What follows belongs to an exercise in optimizing a design on an open flow for small area; a production flow would make more cautious choices.
In this exercise RTL edits were held to simulation tests only and were not proved equivalent to the original.
No activity file was given, so power comes from the tool's default toggle rates.

==> flow/design.v (excerpt) <==
module ultrasonic_echo_ranger_median3 (
    input  logic        i_clk,
    input  logic        i_rst_n,
    input  logic        i_tick_valid,
    output logic        o_tick_ready,
    input  logic        i_tick_echo,
    input  logic        i_tick_start,
    input  logic        i_cfg_valid,
    output logic        o_cfg_ready,
    input  logic [1:0]  i_cfg_index,
    input  logic [15:0] i_cfg_data,
    output logic        o_res_valid,
    input  logic        i_res_ready,
    output logic        o_res_trigger,
    output logic        o_res_busy,
    output logic        o_res_result_valid,
    output logic [15:0] o_res_median,
    output logic [15:0] o_res_distance
);
For scale: about 130 flip-flops, ~63 I/O pins.
export LEC_CHECK = 0
export CAP_MARGIN = 0
export CORE_MARGIN = 2
export CORE_UTILIZATION = 40
export SLEW_MARGIN = 0
create_clock -name core_clock -period 9.0 [get_ports {i_clk}]
standard.sh (not shown) runs the stock make flow with config.mk's settings and CLKGATE_MAP_FILE= SYNTH_SCRIPT=/design/flow/synth_recipe.tcl, a recipe that flattens the netlist after the stock synthesis.
==> flow/flow/run.sh <==
#!/bin/bash
# Own layout flow: the standard ORFS flow (standard.sh) with three changes that only
# affect how the layout is made:
#  - synthesis maps the combinational logic with an area-oriented ABC script (registers are
#    the standard synthesis's, renamed to its instance names by match_regs.py);
#  - port buffers are the smallest buffer (buf_1) instead of the default choice;
#  - CTS uses clkbuf_4 and inserts no dummy clock loads.
# Each step's full output goes to a log file in this folder (and ORFS's own logs under orfs/).
set -euo pipefail
F=$(cd "$(dirname "$0")" && pwd)
R=orfs/results/sky130hd/ultrasonic_echo_ranger_median3/base
cp standard.sh standard_sh.txt.log
bash standard.sh synth > std_synth.log 2>&1
cp $R/1_2_yosys.v ref_std_synth.v
mkdir -p std_synth_logs
cp orfs/logs/sky130hd/ultrasonic_echo_ranger_median3/base/1_* std_synth_logs/ 2>/dev/null || true
rm -f $R/1_2_yosys.v $R/1_2_yosys.sdc $R/1_synth.odb $R/1_synth.sdc
# 2. the layout, from the area-mapped synthesis on
export REF_NETLIST=$PWD/ref_std_synth.v
export BUFFER_PORTS_ARGS="-buffer_cell sky130_fd_sc_hd__buf_1"
export CTS_ARGS="-sink_clustering_enable -repair_clock_nets -buf_list sky130_fd_sc_hd__clkbuf_4 -sink_clustering_size 20 -sink_clustering_max_diameter 60 -dont_use_dummy_load"
bash standard.sh SYNTH_SCRIPT="$F/synth_area.tcl" "BUFFER_PORTS_ARGS=$BUFFER_PORTS_ARGS" "CTS_ARGS=$CTS_ARGS" finish > flow_make.log 2>&1
Other scripts of this flow, unchanged in this note and not shown: flow/flow/abc_area.script, flow/flow/match_regs.py, flow/flow/synth_area.tcl
The starting point went through all stages and came out clean.
Rerun with:
--- a/flow/design.v
+++ b/flow/design.v
@@ -125,23 +125,23 @@
         end
     end
     logic [1:0] head, wi;
     logic [3:0] wq;
     logic       hd, dfin, valid, pop, run, cbit, sat;
     logic [14:0] sum;
     logic [13:0] addend;
     logic [14:0] sc;
     always_comb begin
         head  = r_q0;
         hd    = head[1] && head[0];
-        dfin  = (r_dc == 5'd19);
+        dfin  = r_dc[4] && r_dc[1] && r_dc[0];   
         valid = (r_qn != 3'd0) && (!hd || dfin);
         pop   = valid && i_res_ready;
         run   = (r_qn != 3'd0) && hd && !dfin;
         wi    = r_qn[1:0] - {1'b0, pop};
         wq    = {4{acc}} & (4'd1 << wi);
     end
     always_ff @(posedge i_clk) begin
         r_q0 <= wq[0] ? kind : (pop ? r_q1 : r_q0);
         r_q1 <= wq[1] ? kind : (pop ? r_q2 : r_q1);
         r_q2 <= wq[2] ? kind : (pop ? r_q3 : r_q2);
         r_q3 <= wq[3] ? kind : r_q3;
What happened:
- The new run finished with timing, DRC and antenna clean
- via count decreases by 1.7%
- die area stays flat
- sequential power barely changes
- register-to-register slack gets better by 0.10 ns
- setup slack gets better by 0.10 ns
- wire length stays flat
- global-route usage hardly moves
- combinational power barely changes
- final cell count decreases by 0.65%
- synthesized cell count decreases by 0.92%
- final area stays flat
- maximum frequency increases by 1.4%
- sequential share of layout area barely changes
- power increases by 0.49%

port drivers added, routing unchanged:
Ports are ideal in the flow. The routed layouts listed here were re-timed in OpenROAD.
Step 1: set_driving_cell puts a clkbuf_16 on i_clk and a buf_2 on each other input, an assumption about the parent block.
Step 2 moves the port delays by t, midway between the first and last clock arrival at a register: inputs arrive t later, outputs are due t later. That takes back most of the time a late clock gives input paths.
Slacks: ideal / step 1 / step 2; pairs: ideal / step 1.
run	t, ns	slack for setup (ns)	pins driven straight from the clock port
the first run	0.520	1.223 / 1.223 / 1.223	1
the second run	0.534	1.326 / 1.326 / 1.326	1
After both steps setup and hold are still met in every run listed.
